This design comes from an exercise in tuning for small area on the open sky130 flow, not from production work.
Where RTL was checked, it was by simulation tests only, not by an equivalence proof against the original.

==> trial 18: inputs <==
## clefia_ks_gfn12
module clefia_ks_gfn12
(
    input  logic               clk,
    input  logic               rst,
    input  logic               start,
    input  logic [127:0]       key,
    output logic [3:0]         Round,
    input  logic [63:0]        CON,
    output logic               busy,
    output logic               done,
    output logic [127:0]       L
);
==> flow/config.mk <==
export PLATFORM = sky130hd
export DESIGN_NAME = clefia_ks_gfn12
export DESIGN_NICKNAME = clefia_ks_gfn12
export VERILOG_FILES = /design/flow/design.v
export SDC_FILE = /design/flow/constraint.sdc
export NUM_CORES = 4
export LEC_CHECK = 0
export CAP_MARGIN = 20
export CORE_MARGIN = 2
export CORE_UTILIZATION = 40
export CTS_BUF_LIST = sky130_fd_sc_hd__clkbuf_4 sky130_fd_sc_hd__clkbuf_8
export GPL_TIMING_DRIVEN = 0
export SLEW_MARGIN = 20
==> flow/constraint.sdc <==
create_clock -name core_clock -period 8.0 [get_ports {clk}]
set_input_delay 1.6000 -clock core_clock [delete_from_list [all_inputs] [get_ports {clk}]]
set_output_delay 1.6000 -clock core_clock [all_outputs]
set_load 0.01 [all_outputs]
standard.sh (not shown) runs the stock make flow with config.mk's settings and CLKGATE_MAP_FILE= SYNTH_SCRIPT=/design/flow/synth_recipe.tcl, a recipe that flattens the netlist after the stock synthesis.
==> flow/flow/run.sh <==
#!/bin/bash
# Layout flow: the standard flow (standard.sh) with
#  - synthesis by flow/synth.tcl: the standard synthesis with an area-oriented
#    final ABC mapping (registers unchanged),
#  - minimum-size buffers (buf_1) on the ports.
# make's full output goes to layout.log here; ORFS's per-step logs stay under orfs/logs.
set -euo pipefail
W=$(pwd)
F=$W/flow
bash standard.sh SYNTH_SCRIPT=$F/synth.tcl \
  "BUFFER_PORTS_ARGS=-buffer_cell sky130_fd_sc_hd__buf_1" \
  finish > $W/layout.log 2>&1
==> flow/flow/area.abc <==
strash; dch -f; amap -m; topo
==> flow/flow/synth.tcl <==
# The standard synthesis script (synth_recipe.tcl) with one change: the final
# ABC technology mapping uses flow/area.abc, an area-oriented script, in place
# of ORFS's speed script. Everything before it (and so every register, its name
# and its cell type) is the standard synthesis.
set area_abc_script [file join [file dirname [file normalize [info script]]] area.abc]
proc synth {args} { yosys synth -nofsm -noshare {*}$args }
proc abc {args} {
  set i [lsearch -exact $args -script]
  if { $i >= 0 } { set args [lreplace $args $i [expr {$i + 1}] -script $::area_abc_script] }
  yosys abc {*}$args
}
source $::env(SCRIPTS_DIR)/synth.tcl
# left out here: clear keep_hierarchy, flatten, clean up, hide names made inside functions, write 1_2_yosys.v
==> inputs of trial 16, as changes to trial 18 <==
--- a/flow/config.mk
+++ b/flow/config.mk
@@ -8,6 +8,8 @@
 export CAP_MARGIN = 20
 export CORE_MARGIN = 2
-export CORE_UTILIZATION = 40
+export CORE_UTILIZATION = 60
 export CTS_BUF_LIST = sky130_fd_sc_hd__clkbuf_4 sky130_fd_sc_hd__clkbuf_8
+export CTS_CLUSTER_DIAMETER = 100
+export CTS_CLUSTER_SIZE = 14
 export GPL_TIMING_DRIVEN = 0
 export SLEW_MARGIN = 20
==> results.txt <==
outcome finished clean; worst r2r src t_q[47]$_DFF_P_; WL/cell 17.45 um; WL met1 24660 um; Non-clock buffers, area share 8.489%; area of the multi-input gates 11560 um2; # rows 61; Critical Path End l_q[3]$_SDFFE_PP0P_; first-pass GRT wire length 91160 um; Die ar. 29810 um2; met3 wire length 5932 um; design area 20810 um2; skew final 0.03470 ns; CP bufs+invs 10; placed insts 3408; DR vias 20490; hold path start l_q[119]$_SDFFE_PP0P_
(the above is from trial 16)
==> results.txt <==
worst r2r src t_q[98]$_DFF_P_; Critical Path End l_q[92]$_SDFFE_PP0P_; outcome finished clean; first-pass GRT wire length 96790 um; skew final 0.05447 ns; met3 wire length 4744 um; # rows 75; area of the multi-input gates 11670 um2; hold path start l_q[23]$_SDFFE_PP0P_; DR vias 19860; WL met1 29540 um; Die ar. 44340 um2
(the above is from trial 18)


==> inputs of trial 75 <==
Another version of the RTL of clefia_ks_gfn12 (not shown whole).
==> module clefia_ks_gfn12, before the edit <==
module clefia_ks_gfn12
(
    input  logic               clk,
    input  logic               rst,
    input  logic               start,
    input  logic [127:0]       key,
    output logic [3:0]         Round,
    input  logic [63:0]        CON,
    output logic               busy,
    output logic               done,
    output logic [127:0]       L
);
    logic [127:0] t_q;
    logic [127:0] t_rnd;
    logic [3:0]   round_q;
    logic [127:0] l_q;
    logic         done_q;
    logic         run_c, load_c, last_c;
    assign run_c  = |round_q;
    assign last_c = round_q[3] & round_q[2];
    assign load_c = ~run_c & ~done_q;
    clefia_gfn4_round u_round (
        .t_i    (t_q),
        .rk0_i  (CON[63:32]),
        .rk1_i  (CON[31:0]),
        .t_c_o  (t_rnd)
    );
    always_ff @(posedge clk) begin
        t_q <= ({128{run_c}} & t_rnd) | ({128{load_c}} & key);
    end
    always_ff @(posedge clk) begin
        if (rst) begin
            round_q <= 4'd0;
            done_q  <= 1'b0;
            l_q     <= '0;
        end else begin
            done_q <= last_c;
            if (last_c)
                round_q <= 4'd0;
            else if (run_c)
                round_q <= round_q + 4'd1;
            else if (start && !done_q)
                round_q <= 4'd1;
            if (last_c)
                l_q <= {t_rnd[31:0], t_rnd[127:32]};
        end
    end
    assign Round = round_q;
    assign busy  = run_c;
    assign done  = done_q;
    assign L     = l_q;
endmodule
==> flow/config.mk <==
export PLATFORM = sky130hd
export DESIGN_NAME = clefia_ks_gfn12
export DESIGN_NICKNAME = clefia_ks_gfn12
export VERILOG_FILES = /design/flow/design.v
export SDC_FILE = /design/flow/constraint.sdc
export NUM_CORES = 4
export LEC_CHECK = 0
export CAP_MARGIN = 20
export CORE_MARGIN = 2
export CORE_UTILIZATION = 60
export CTS_BUF_LIST = sky130_fd_sc_hd__clkbuf_4 sky130_fd_sc_hd__clkbuf_8
export CTS_CLUSTER_DIAMETER = 80
export CTS_CLUSTER_SIZE = 12
export GPL_TIMING_DRIVEN = 0
export SLEW_MARGIN = 20
==> flow/constraint.sdc <==
create_clock -name core_clock -period 8.0 [get_ports {clk}]
set_input_delay 1.6000 -clock core_clock [delete_from_list [all_inputs] [get_ports {clk}]]
set_output_delay 1.6000 -clock core_clock [all_outputs]
set_load 0.01 [all_outputs]
==> flow/flow/run.sh <==
#!/bin/bash
# Layout flow: the standard flow (standard.sh) with
#  - synthesis by flow/synth.tcl: the standard synthesis with its combinational
#    logic mapped for area (registers unchanged; see synth.tcl),
#  - minimum-size buffers (buf_1) on the ports,
#  - the largest buffers and inverters added to the platform's don't-use list,
#    so that high-fanout nets are repaired with smaller buffers.
# make's full output goes to layout.log here; ORFS's per-step logs stay under orfs/logs.
set -euo pipefail
W=$(pwd)
F=$W/flow
PLATFORM_DONT_USE="sky130_fd_sc_hd__probe_p_8 sky130_fd_sc_hd__probec_p_8 sky130_fd_sc_hd__lpflow_bleeder_1 sky130_fd_sc_hd__lpflow_clkbufkapwr_1 sky130_fd_sc_hd__lpflow_clkbufkapwr_16 sky130_fd_sc_hd__lpflow_clkbufkapwr_2 sky130_fd_sc_hd__lpflow_clkbufkapwr_4 sky130_fd_sc_hd__lpflow_clkbufkapwr_8 sky130_fd_sc_hd__lpflow_clkinvkapwr_1 sky130_fd_sc_hd__lpflow_clkinvkapwr_16 sky130_fd_sc_hd__lpflow_clkinvkapwr_2 sky130_fd_sc_hd__lpflow_clkinvkapwr_4 sky130_fd_sc_hd__lpflow_clkinvkapwr_8 sky130_fd_sc_hd__lpflow_decapkapwr_12 sky130_fd_sc_hd__lpflow_decapkapwr_3 sky130_fd_sc_hd__lpflow_decapkapwr_4 sky130_fd_sc_hd__lpflow_decapkapwr_6 sky130_fd_sc_hd__lpflow_decapkapwr_8 sky130_fd_sc_hd__lpflow_inputiso0n_1 sky130_fd_sc_hd__lpflow_inputiso0p_1 sky130_fd_sc_hd__lpflow_inputiso1n_1 sky130_fd_sc_hd__lpflow_inputiso1p_1 sky130_fd_sc_hd__lpflow_inputisolatch_1 sky130_fd_sc_hd__lpflow_isobufsrc_1 sky130_fd_sc_hd__lpflow_isobufsrc_16 sky130_fd_sc_hd__lpflow_isobufsrc_2 sky130_fd_sc_hd__lpflow_isobufsrc_4 sky130_fd_sc_hd__lpflow_isobufsrc_8 sky130_fd_sc_hd__lpflow_isobufsrckapwr_16 sky130_fd_sc_hd__lpflow_lsbuf_lh_hl_isowell_tap_1 sky130_fd_sc_hd__lpflow_lsbuf_lh_hl_isowell_tap_2 sky130_fd_sc_hd__lpflow_lsbuf_lh_hl_isowell_tap_4 sky130_fd_sc_hd__lpflow_lsbuf_lh_isowell_4 sky130_fd_sc_hd__lpflow_lsbuf_lh_isowell_tap_1 sky130_fd_sc_hd__lpflow_lsbuf_lh_isowell_tap_2 sky130_fd_sc_hd__lpflow_lsbuf_lh_isowell_tap_4"
EXTRA_DONT_USE="sky130_fd_sc_hd__buf_8 sky130_fd_sc_hd__buf_12 sky130_fd_sc_hd__buf_16 sky130_fd_sc_hd__bufinv_8 sky130_fd_sc_hd__bufinv_16 sky130_fd_sc_hd__inv_12 sky130_fd_sc_hd__inv_16 sky130_fd_sc_hd__clkinv_16"
bash standard.sh SYNTH_SCRIPT=$F/synth.tcl \
  "BUFFER_PORTS_ARGS=-buffer_cell sky130_fd_sc_hd__buf_1" \
  "DONT_USE_CELLS=$PLATFORM_DONT_USE $EXTRA_DONT_USE" \
  finish > $W/layout.log 2>&1
Other scripts of this flow, unchanged in this note and not shown: flow/flow/area.abc, flow/flow/synth.tcl
==> build 38 (differences from trial 75) <==
--- a/flow/design.v
+++ b/flow/design.v
@@ -513,10 +513,9 @@
     logic [3:0]   round_q;
     logic [127:0] l_q;
     logic         done_q;
-    logic         run_c, load_c, last_c;
+    logic         run_c, last_c;
     assign run_c  = |round_q;
     assign last_c = round_q[3] & round_q[2];
-    assign load_c = ~run_c & ~done_q;
     clefia_gfn4_round u_round (
         .t_i    (t_q),
         .rk0_i  (CON[63:32]),
@@ -524,7 +523,7 @@
         .t_c_o  (t_rnd)
     );
     always_ff @(posedge clk) begin
-        t_q <= ({128{run_c}} & t_rnd) | ({128{load_c}} & key);
+        t_q <= run_c ? t_rnd : key;
     end
     always_ff @(posedge clk) begin
         if (rst) begin
==> flow/flow/run.sh (replaced) <==
#!/bin/bash
# Layout flow: the standard flow (standard.sh) with
#  - synthesis by flow/synth.tcl: the standard synthesis with its combinational
#    logic mapped for area (registers unchanged; see synth.tcl),
#  - minimum-size buffers (buf_1) on the ports.
# make's full output goes to layout.log here; ORFS's per-step logs stay under orfs/logs.
set -euo pipefail
W=$(pwd)
F=$W/flow
bash standard.sh SYNTH_SCRIPT=$F/synth.tcl \
  "BUFFER_PORTS_ARGS=-buffer_cell sky130_fd_sc_hd__buf_1" \
  finish > $W/layout.log 2>&1
==> notes <==
- Trial 75 went through all stages and came out clean. Build 38 completed with no timing, DRC or antenna violations.
- Between build 38 and trial 75, the lower hold slack is in trial 75 (gap 0.0025 ns).
- Between trial 75 and build 38, the lower global-route usage is in build 38 (gap 1.3 points).
- Sequential cell count is the same in build 38 and trial 75.
- Between trial 75 and build 38, the lower synthesized area is in trial 75 (gap about 0.8%, measured against build 38).
- In build 38 the first-iteration DRC count is smaller than in trial 75, by about 16%.
- Between trial 75 and build 38, the lower via count is in trial 75 (gap 1.1%, measured against build 38).
- Of trial 75 and build 38, build 38 has the higher worst setup slack (gap 0.059 ns).
==> figures <==
	build 38	trial 75
Via count normalized by instance count	5.38	5.60
Multi-input combinational cell count	1612	1487
Transition time at the pin with the least slew margin	0.877 ns	0.909 ns
NonClk Buf Share	0.0807	0.0777
Mean post-synth cell area	8.32 sq um	8.86 sq um
GR Util met1	0.459	0.468
Dpl hpwl	38700 um	38700 um
Status	no timing/DRC/antenna violations	no timing/DRC/antenna violations
Fraction of the cycle the final worst path needs	0.939	0.946
WL final	48000 um	49000 um
Placed cell count	2569	2442
Arr. time, crit path	7.94 ns	8.04 ns
Area share of the leading cell type in the synthesized netlist	0.331	0.334
Die Footprint	0.0276 sq mm	0.0274 sq mm
Die Y	166 um	165 um
Function not checked in trial 75: the RTL went through the layout flow alone.

[separate check: timing with driven ports]
How much do the figures lean on ideal ports? The routed layouts below were timed once more, with nothing changed but the port constraints.
Step 1, drivers: a clkbuf_16 drives clk and a buf_2 each remaining input, both assumed.
Step 2 adds t to the input delays and takes it off the output delays; t is the mean of the earliest and latest rising clock arrival at the registers after step 1. Input paths then give back, and output paths get back, about the clock's delay inside the block.
Three values: ideal, step 1, step 2; two values: the first two.
run	t (ns)	setup WS [ns]	worst hold slack (ns)	worst slew at a driven data input, ns
trial 18	0.677	0.368 / 0.388 / -0.289	0.450 / 0.450 / 0.450	0.08
trial 16	0.615	0.302 / 0.328 / -0.287	0.458 / 0.458 / 0.458	0.10
trial 75	0.617	0.431 / 0.450 / -0.167	0.454 / 0.454 / 0.454	0.10
build 38	0.619	0.489 / 0.516 / -0.103	0.456 / 0.456 / 0.456	0.08
Met with ideal ports but missed after step 2: setup timing in every run listed. The setup slack of trial 18, which loses most, moves by +0.020 ns with the drivers and by -0.657 ns with both steps.
